From an optimization exercise on the open Yosys and OpenROAD flow, aimed at small area and a short achievable clock period; shortcuts taken in it are not production practice. Only simulation tests tie the RTL to the original design; equivalence was not proved. Power figures rest on the tool's default switching activity, not on a simulated workload.

--- design/flow/run.sh ---
#!/bin/bash
# synth_recipe.tcl (not shown) runs the flow's synth.tcl, then flattens the netlist and writes it again
# the make line also repeats each setting of config.mk as NAME=value (left out here)
make -C /OpenROAD-flow-scripts/flow DESIGN_CONFIG=/design/flow/config.mk WORK_HOME=/design/flow/orfs CLKGATE_MAP_FILE= SYNTH_SCRIPT=/design/flow/synth_recipe.tcl finish
--- design/flow/design.v ---
package flow_switch_pkg;
	typedef struct packed {
		logic [1:0] dest;
		logic [3:0] payload;
	} word_fields_t;
	typedef union packed {
		logic [6-1:0] raw;
		word_fields_t       fields;
	} word_u;
	typedef struct packed {
		logic full;
		logic empty;
		logic almost_full;
		logic almost_empty;
		logic error;
	} fifo_status_t;
	typedef struct packed {
		logic               psel;
		logic               penable;
		logic               pwrite;
		logic [4-1:0] paddr;
		logic [8-1:0] pwdata;
	} apb_req_t;
	typedef struct packed {
		logic [8-1:0] prdata;
		logic               pready;
		logic               pslverr;
	} apb_rsp_t;
	typedef struct packed {
		logic [5-1:0] af;
		logic [5-1:0] ae;
	} thresh_t;
endpackage
`timescale 1ns/1ps
module fifo16 (
	input  logic                          clk,
	input  logic                          reset_L,
	input  logic                          i_wr,
	input  flow_switch_pkg::word_u        i_wr_data,
	input  logic                          i_rd,
	output flow_switch_pkg::word_u        o_rd_data,
	input  flow_switch_pkg::thresh_t      i_thresh,
	output flow_switch_pkg::fifo_status_t o_status
);
	localparam int PTR_W = $clog2(16);
	logic [6-1:0] mem [16];
	logic [PTR_W-1:0] wr_ptr;
	logic [PTR_W-1:0] rd_ptr;
	logic [5-1:0] fill;
	logic overrun;
	logic underrun;
	logic full;
	logic empty;
	logic wr_ok;
	logic rd_ok;
	function automatic logic [PTR_W-1:0] next_ptr(input logic [PTR_W-1:0] ptr);
		if (ptr == PTR_W'(16 - 1))
			next_ptr = '0;
		else
			next_ptr = ptr + 1'b1;
	endfunction
	assign full  = (fill == 5'(16));
	assign empty = (fill == '0);
	assign wr_ok = i_wr && (!full || i_rd);
	assign rd_ok = i_rd && !empty;
	always_ff @(posedge clk) begin
		if (wr_ok)
			mem[wr_ptr] <= i_wr_data.raw;
	end
	assign o_rd_data.raw = mem[rd_ptr];
	always_ff @(posedge clk) begin
		if (!reset_L) begin
			wr_ptr  <= '0;
			overrun <= 1'b0;
		end else if (i_wr) begin
			if (wr_ok) begin
				wr_ptr  <= next_ptr(wr_ptr);
				overrun <= 1'b0;
			end else begin
				overrun <= 1'b1;
			end
		end
	end
	always_ff @(posedge clk) begin
		if (!reset_L) begin
			rd_ptr   <= '0;
			underrun <= 1'b0;
		end else if (i_rd) begin
			if (rd_ok) begin
				rd_ptr   <= next_ptr(rd_ptr);
				underrun <= 1'b0;
			end else begin
				underrun <= 1'b1;
			end
		end
	end
	always_ff @(posedge clk) begin
		if (!reset_L) begin
			fill <= '0;
		end else begin
			casez ({i_wr, i_rd, !full, !empty})
				4'b01?1: fill <= fill - 1'b1;
				4'b101?: fill <= fill + 1'b1;
				4'b1110: fill <= fill + 1'b1;
				default: fill <= fill;
			endcase
		end
	end
	assign o_status.full         = full;
	assign o_status.empty        = empty;
	assign o_status.almost_full  = (fill >= i_thresh.af);
	assign o_status.almost_empty = (fill <= i_thresh.ae);
	assign o_status.error        = overrun | underrun;
endmodule
`timescale 1ns/1ps
module vc_arbiter (
	input  logic                          clk,
	input  logic                          reset_L,
	input  logic                          i_enable,
	input  logic [4-1:0]              i_in_empty,
	input  logic [4-1:0][6-1:0] i_in_head,
	input  logic [4-1:0]              i_out_af,
	output logic [4-1:0]            o_in_pop,
	output logic [4-1:0]            o_out_wr,
	output flow_switch_pkg::word_u        o_out_data
);
	localparam int SEL_W = $clog2(4);
	logic [4-1:0] eligible;
	logic [SEL_W-1:0]   last_q;
	logic [SEL_W-1:0]   grant_idx;
	logic               grant_vld;
	logic [4-1:0] xfer_wr_q;
	flow_switch_pkg::word_u              xfer_word_q;
	flow_switch_pkg::word_u grant_word;
	always_comb begin
		for (int i = 0; i < 4; i++) begin
			eligible[i] = i_enable && !i_in_empty[i] &&
				!i_out_af[i_in_head[i][6-1 -: 2]];
		end
	end
	always_comb begin
		logic [SEL_W-1:0] idx;
		grant_vld = 1'b0;
		grant_idx = last_q;
		idx       = last_q;
		for (int k = 1; k <= 4; k++) begin
			idx = last_q + SEL_W'(k);
			if (!grant_vld && eligible[idx]) begin
				grant_vld = 1'b1;
				grant_idx = idx;
			end
		end
	end
	assign grant_word.raw = i_in_head[grant_idx];
	always_comb begin
		o_in_pop = '0;
		if (grant_vld)
			o_in_pop[grant_idx] = 1'b1;
	end
	always_ff @(posedge clk) begin
		if (!reset_L) begin
			last_q    <= SEL_W'(4 - 1);
			xfer_wr_q <= '0;
		end else begin
			xfer_wr_q <= '0;
			if (grant_vld) begin
				last_q <= grant_idx;
				xfer_wr_q[grant_word.fields.dest] <= 1'b1;
			end
		end
	end
	always_ff @(posedge clk) begin
		if (grant_vld)
			xfer_word_q <= grant_word;
	end
	assign o_out_wr   = xfer_wr_q;
	assign o_out_data = xfer_word_q;
endmodule
`timescale 1ns/1ps
module flow_ctrl_regs (
	input  logic                          clk,
	input  logic                          reset_L,
	input  flow_switch_pkg::apb_req_t     i_apb,
	output flow_switch_pkg::apb_rsp_t     o_apb,
	input  logic [4-1:0]            i_in_empty,
	input  logic [4-1:0]            i_in_error,
	input  logic [4-1:0]            i_out_empty,
	input  logic [4-1:0]            i_out_error,
	output logic                          o_enable,
	output flow_switch_pkg::thresh_t      o_thresh
);
	localparam int NIB_W = 8 / 2;
	localparam logic [4-1:0] ADDR_CTRL   = 4'('h0);
	localparam logic [4-1:0] ADDR_THRESH = 4'('h4);
	localparam logic [4-1:0] ADDR_STATUS = 4'('h8);
	localparam logic [4-1:0] ADDR_ERR    = 4'('hC);
	logic               enable_q;
	flow_switch_pkg::thresh_t            thresh_q;
	logic [8-1:0] err_q;
	logic [8-1:0] err_set;
	logic [8-1:0] err_clr;
	logic [8-1:0] status;
	logic [8-1:0] rd_mux;
	logic               access;
	logic               wr_en;
	logic               addr_ok;
	logic [NIB_W-1:0]   af_wr;
	assign access = i_apb.psel && i_apb.penable;
	assign wr_en  = access && i_apb.pwrite;
	assign addr_ok = (i_apb.paddr == ADDR_CTRL)   || (i_apb.paddr == ADDR_THRESH) ||
	                 (i_apb.paddr == ADDR_STATUS) || (i_apb.paddr == ADDR_ERR);
	assign af_wr = (i_apb.pwdata[NIB_W-1:0] == '0) ? NIB_W'(1) : i_apb.pwdata[NIB_W-1:0];
	always_comb begin
		for (int i = 0; i < 4; i++) begin
			status[i]          = i_out_empty[i];
			status[i + NIB_W]  = i_in_empty[i];
			err_set[i]         = i_in_error[i];
			err_set[i + NIB_W] = i_out_error[i];
		end
	end
	assign err_clr = (wr_en && i_apb.paddr == ADDR_ERR) ? i_apb.pwdata : '0;
	always_ff @(posedge clk) begin
		if (!reset_L) begin
			enable_q    <= 1'b0;
			thresh_q.af <= 5'(15);
			thresh_q.ae <= 5'(1);
			err_q       <= '0;
		end else begin
			if (wr_en && i_apb.paddr == ADDR_CTRL)
				enable_q <= i_apb.pwdata[0];
			if (wr_en && i_apb.paddr == ADDR_THRESH) begin
				thresh_q.af <= 5'(af_wr);
				thresh_q.ae <= 5'(i_apb.pwdata[8-1:NIB_W]);
			end
			err_q <= (err_q & ~err_clr) | err_set;
		end
	end
	always_comb begin
		case (i_apb.paddr)
			ADDR_CTRL:   rd_mux = 8'(enable_q);
			ADDR_THRESH: rd_mux = {thresh_q.ae[NIB_W-1:0], thresh_q.af[NIB_W-1:0]};
			ADDR_STATUS: rd_mux = status;
			ADDR_ERR:    rd_mux = err_q;
			default:     rd_mux = '0;
		endcase
	end
	assign o_apb.prdata  = (i_apb.psel && !i_apb.pwrite) ? rd_mux : '0;
	assign o_apb.pready  = 1'b1;
	assign o_apb.pslverr = access && !addr_ok;
	assign o_enable = enable_q;
	assign o_thresh = thresh_q;
endmodule
`timescale 1ns/1ps
module flow_switch_top (
	input  logic                        clk,
	input  logic                        reset_L,
	input  logic                        i_psel,
	input  logic                        i_penable,
	input  logic                        i_pwrite,
	input  logic [4-1:0]          i_paddr,
	input  logic [8-1:0]          i_pwdata,
	output logic [8-1:0]          o_prdata,
	output logic                        o_pready,
	output logic                        o_pslverr,
	input  logic [4-1:0]          i_push,
	input  logic [4*6-1:0]  i_in_data,
	input  logic [4-1:0]          i_pop,
	output logic [4*6-1:0]  o_out_data,
	output logic [4-1:0]          o_out_empty
);
	flow_switch_pkg::apb_req_t apb_req;
	flow_switch_pkg::apb_rsp_t apb_rsp;
	logic [4-1:0]              in_empty;
	logic [4-1:0]              in_error;
	logic [4-1:0][6-1:0] in_head;
	logic [4-1:0]              in_pop;
	logic [4-1:0]              out_empty;
	logic [4-1:0]              out_af;
	logic [4-1:0]              out_error;
	logic [4-1:0][6-1:0] out_head;
	logic [4-1:0]              out_wr;
	flow_switch_pkg::word_u   xfer_data;
	logic                     enable;
	flow_switch_pkg::thresh_t thresh;
	assign apb_req.psel    = i_psel;
	assign apb_req.penable = i_penable;
	assign apb_req.pwrite  = i_pwrite;
	assign apb_req.paddr   = i_paddr;
	assign apb_req.pwdata  = i_pwdata;
	assign o_prdata  = apb_rsp.prdata;
	assign o_pready  = apb_rsp.pready;
	assign o_pslverr = apb_rsp.pslverr;
	for (genvar g = 0; g < 4; g++) begin : g_ch
		flow_switch_pkg::word_u        in_wr_data;
		flow_switch_pkg::word_u        in_rd_data;
		flow_switch_pkg::word_u        out_rd_data;
		flow_switch_pkg::fifo_status_t in_st;
		flow_switch_pkg::fifo_status_t out_st;
		assign in_wr_data.raw = i_in_data[g*6 +: 6];
		fifo16 u_in_fifo (
			.clk       (clk),
			.reset_L   (reset_L),
			.i_wr      (i_push[g]),
			.i_wr_data (in_wr_data),
			.i_rd      (in_pop[g]),
			.o_rd_data (in_rd_data),
			.i_thresh  (thresh),
			.o_status  (in_st)
		);
		fifo16 u_out_fifo (
			.clk       (clk),
			.reset_L   (reset_L),
			.i_wr      (out_wr[g]),
			.i_wr_data (xfer_data),
			.i_rd      (i_pop[g]),
			.o_rd_data (out_rd_data),
			.i_thresh  (thresh),
			.o_status  (out_st)
		);
		assign in_head[g]   = in_rd_data.raw;
		assign in_empty[g]  = in_st.empty;
		assign in_error[g]  = in_st.error;
		assign out_head[g]  = out_rd_data.raw;
		assign out_empty[g] = out_st.empty;
		assign out_af[g]    = out_st.almost_full;
		assign out_error[g] = out_st.error;
		assign o_out_data[g*6 +: 6] = i_pop[g] ? out_head[g] : '0;
		assign o_out_empty[g] = out_empty[g];
	end
	vc_arbiter u_arbiter (
		.clk        (clk),
		.reset_L    (reset_L),
		.i_enable   (enable),
		.i_in_empty (in_empty),
		.i_in_head  (in_head),
		.i_out_af   (out_af),
		.o_in_pop   (in_pop),
		.o_out_wr   (out_wr),
		.o_out_data (xfer_data)
	);
	flow_ctrl_regs u_regs (
		.clk         (clk),
		.reset_L     (reset_L),
		.i_apb       (apb_req),
		.o_apb       (apb_rsp),
		.i_in_empty  (in_empty),
		.i_in_error  (in_error),
		.i_out_empty (out_empty),
		.i_out_error (out_error),
		.o_enable    (enable),
		.o_thresh    (thresh)
	);
endmodule
--- design/flow/config.mk ---
export PLATFORM = sky130hd
export DESIGN_NAME = flow_switch_top
export DESIGN_NICKNAME = flow_switch_top
export VERILOG_FILES = /design/flow/design.v
export SDC_FILE = /design/flow/constraint.sdc
export NUM_CORES = 4
export LEC_CHECK = 0
export CAP_MARGIN = 20
export CORE_MARGIN = 2
export CORE_UTILIZATION = 45
export PLACE_DENSITY = 0.6
export SLEW_MARGIN = 20
--- design/flow/constraint.sdc ---
create_clock -name core_clock -period 5.0 [get_ports {clk}]
set_input_delay 1.0000 -clock core_clock [delete_from_list [all_inputs] [get_ports {clk}]]
set_output_delay 1.0000 -clock core_clock [all_outputs]
set_load 0.01 [all_outputs]
==> qor.csv <==
stage;metric;value;unit
outcome;status;complete, no violations;
timing;min Tclk post-route;4.61;ns
worst_setup_path;CP delay by family, top;simple AND/OR/NAND/NOR gates;
final_layout;multi-input logic area;11800;um2
clock_tree;CTS buffer count;98;
final_layout;Seq. cell area;26700;um2
yosys;Top FF cell, synth;edfxtp_1;
floorplanning;Initial Util;45.3;%
timing;Max Transition Viols Final;0;
power_and_ir_drop;P per Cell Area;422;nW/um2
timing;RSZ-0062 raised after global routing;no;
yosys;Synth top area share;59.2;%
global_routing;first-pass GRT wire length;129000;um
final_layout;most frequent cells in the layout;edfxtp_1, mux4_2, nor2_1;
global_routing;grt ovf;0;
floorplanning;core box area;86600;um2
worst_setup_path;Critical Setup Path Class;reg -> reg;
yosys;Warnings, synthesis;3;
power_and_ir_drop;Switch Pwr;4.66;mW
yosys;Post-Syn Nets;2490;
global_routing;initial antenna violation count;6;
floorplanning;I/O pin count;87;
yosys;Distinct cells, synth;74;
power_and_ir_drop;internal power;14.2;mW
routing;drt first pass iters;5;
timing;Fmax;217;MHz
yosys;Synth async-reset ratio;0;%
power_and_ir_drop;sw frac;24.7;%
clock_tree;Root Driver;clkbuf_16;
timing;Setup-failing EPs final;0;
routing;WL final;83400;um
min_path;min-delay worst type;reg -> reg;
routing;routed length per instance;22.4;um
yosys;mean area per synthesized cell;16.7;um2
timing;Max transition margin;31.2;%
timing;Final Hold Viols;0;
worst_setup_path;worst path bufs/invs;1;
clock_tree;CTS tree;done;
place;Placer Congestion;0.820;
power_and_ir_drop;leak pwr;14.6;nW
worst_setup_path;crit-path max FO;13;
routing;detailed-route via count;20700;
clock_tree;H-tree depth;3;
final_layout;most common cell after layout, fill and taps aside;edfxtp_1;
routing;Initial DRC Count;1497;
yosys;Post-synth EDFFs;774;
routing;DRC viols;0;
routing;Routed Antenna Nets;0;
clock_tree;# clock sinks;949;
worst_setup_path;worst path required time;5.54;ns
floorplanning;full die area;89700;um2
floorplanning;Die Wd;299;um
worst_setup_path;Slowest cell on crit path;dfxtp_1;
global_routing;GRT Util Overall;18.8;%
power_and_ir_drop;peak supply drop;0.000307;V
clock_tree;clock slew at reported path FFs;0.06;ns
global_routing;pin count of the biggest net entering global routing;75;
yosys;post-synthesis register bit count;949;
yosys;top cells by area, synth;edfxtp_1, mux4_2, dfxtp_1, ha_1, nor2_1;
final_layout;share of cells above drive strength 1;18.8;%
routing;vias per inst;5.57;
global_routing;vias in the first global route;21300;
flow_run;maxcap violations;0;
timing;Total Neg Setup Slack;0;ns
yosys;Post-Syn Instances;2353;
clock_tree;Hold-fix buffers, CTS;0;
yosys;post-synthesis sequential area ratio;68.1;%
worst_setup_path;CP Data Arrival Time;5.15;ns
timing;slew of the pin with the lowest slew margin;1.02;ns
worst_setup_path;worst-path cell chain;mux4_2, mux4_2, o21a_1, o211a_1, or2_4, or2_1, a221oi_4, nor2_1, inv_1, ha_1, nor2b_1, o21ai_0, nand2b_1, nor3b_1, o21ai_0, o311a_1;
final_layout;Filler Cells Inserted;6944;
power_and_ir_drop;combinational fraction of design power;14.8;%
worst_setup_path;crit start category;flop;
floorplanning;FP Rows;108;
place;HPWL after detailed placement;55300;um
final_layout;final net count;2619;
final_layout;area grow syn2layout;14.0;%
power_and_ir_drop;share of power burned in registers;47.5;%
power_and_ir_drop;clock share of power;37.7;%
worst_setup_path;Worst Setup End Kind;flop;
floorplanning;die height;299;um
worst_setup_path;Worst path max stage delay;0.57;ns
timing;Tcrit/Tclk final;92.1;%
timing;Max Clock Skew;0.0249;ns
timing;PnR worst setup slack;0.393;ns
place;DP Worst Slack;0.196;ns
yosys;Yosys top cell by area;edfxtp_1;
yosys;synthesized area;39300;um2
clock_tree;CTS Buffer Depth;3;
clock_tree;Clock Latency Late Sink;0.67;ns
place;Port Buf Inserts;85;
-- sequential cells by signal, summed over array words and instances, names as in the netlist, 6 cells and up, named ones only --
register,count
g_ch.u_in_fifo.fill,20
g_ch.u_in_fifo.mem,384
g_ch.u_in_fifo.rd_ptr,16
g_ch.u_in_fifo.wr_ptr,16
g_ch.u_out_fifo.fill,20
g_ch.u_out_fifo.mem,384
g_ch.u_out_fifo.rd_ptr,16
g_ch.u_out_fifo.wr_ptr,16
u_arbiter.xfer_word_q,6
u_regs.err_q,8
u_regs.thresh_q,8
-- path summary, 6_finish.rpt --
kind	startpoint	depth (start not counted)	endpoint	slack [ns]
max reg2reg	flop	16	g_ch[2].u_in_fifo.fill[4]	0.39
max	flop	16	g_ch[2].u_in_fifo.fill[4]	0.39
min reg2reg	g_ch[1].u_in_fifo.underrun	2	g_ch[1].u_in_fifo.underrun	0.43
min	g_ch[1].u_in_fifo.underrun	2	g_ch[1].u_in_fifo.underrun	0.43
-- worst min-delay path: stages, from the launching register on --
cell,delay (ns)
dfxtp_1,0.31
nand2_1,0.05
nor2_1,0.03
-- synthesized netlist by cell type, types with 5 or more instances --
library cell    n
mux4_2        237
or4_1          10
nor3b_1         6
buf_1          29
nor4_1          9
nor2_1        215
ha_1           80
nand2_1       123
a31oi_1        11
nand4_1         6
o21ai_1         8
buf_2           9
a21o_1         15
a22oi_1         9
and3_1          6
fa_1            8
mux2i_1        64
o21a_1          9
clkbuf_1       68
o22ai_1         5
or3_1           6
nor2b_1        18
o211ai_1        5
o21ai_0        45
inv_1          52
a211oi_1       23
nor3_1         41
and2_1         64
buf_4          10
dfxtp_1       175
xnor2_1        30
xor2_1         16
a21oi_1        66
nand3_1         7
nand2b_1       28
edfxtp_1      774
o31ai_1         9
-- per-layer routing --
layer	vias to the layer above	GRT usage (%)	wire length, um	part of all wire [%]
li1	9419	-	-	-
met1	10700	26.0	36400	44
met2	504	30.6	40700	49
met3	136	3.38	4360	5.2
met4	10	5.31	1930	2.3
met5	-	0	65	0.078
-- per-stage QoR --
stage | power [mW] | hold WS [ns] | util [%] | std cells | instance area, um2
detailed placement | 12.0 | 0.422 | 48.0 | 3537 | 41500
finish | 18.9 | 0.434 | 51.7 | 3722 | 44800
global placement | 11.9 | 0.423 | 48.0 | 3537 | 41500
global route | 19.7 | 0.464 | 51.7 | 3720 | 44800
CTS | 19.1 | 0.438 | 51.7 | 3720 | 44700
floorplan | 11.1 | 0.409 | - | 2353 | 39300
-- power groups by stage --
stage / Combinational (mW) / Sequential, mW / Clock (mW)
6_report: 2.80 / 8.97 / 7.13
5_1_grt: 3.08 / 9.00 / 7.62
4_1_cts: 2.83 / 8.97 / 7.31
3_5_place_dp: 2.82 / 9.13 / 0
3_3_place_gp: 2.75 / 9.12 / 0
2_1_floorplan: 2.07 / 9.02 / 0
-- timing repair --
item                                    in CTS  in global routing
endpoints found under the setup margin       0                  1
setup buffers                                0                  0
gates resized for setup                      0                  6
-- cells by family after synthesis --
kind of cell	after synthesis	synth area share, %
AOI/OAI and AO/OA	242	4.14
xor gates and xnor gates	46	1.03
adders and majority gates	88	2.96
buffers and inverters	171	1.80
DFF	949	68.1
muxes	307	15.5
other	1	0.00955
and+or+nand+nor	549	6.52
-- cell type report --
type                       count  area share [%]
antenna                        2          0.0112
clock buffer                 140            6.45
clock inverter                43           0.690
inverter                      53           0.450
multi-input combinational   1233            26.5
sequential                   949            59.7
tap                         1155            3.23
timing repair buffer         147            2.96

separate check: timing with driven ports:
The results above use ideal ports. As a check the final layout listed here was re-extracted and re-timed, cells and wires unchanged.
Step 1, drivers: a clkbuf_16 drives clk and a buf_2 each remaining input, both assumed.
Step 2 also shifts input and output timing later by t, the mid clock arrival at the registers, as if the neighbouring blocks saw the same clock.
Slacks: ideal ports / drivers / drivers and shift; pairs: ideal ports / drivers.
shift t [ns]: 0.720
setup WS [ns]: 0.393 / 0.393 / 0.393
worst hold slack (ns): 0.434 / 0.434 / 0.434
worst data-port slew with drivers (ns): 0.14
pins driven straight from the clock port: 1
After both steps setup and hold are still met in this run. The setup slack of this run moves by 0.000 ns with the drivers and by 0.000 ns with both steps.
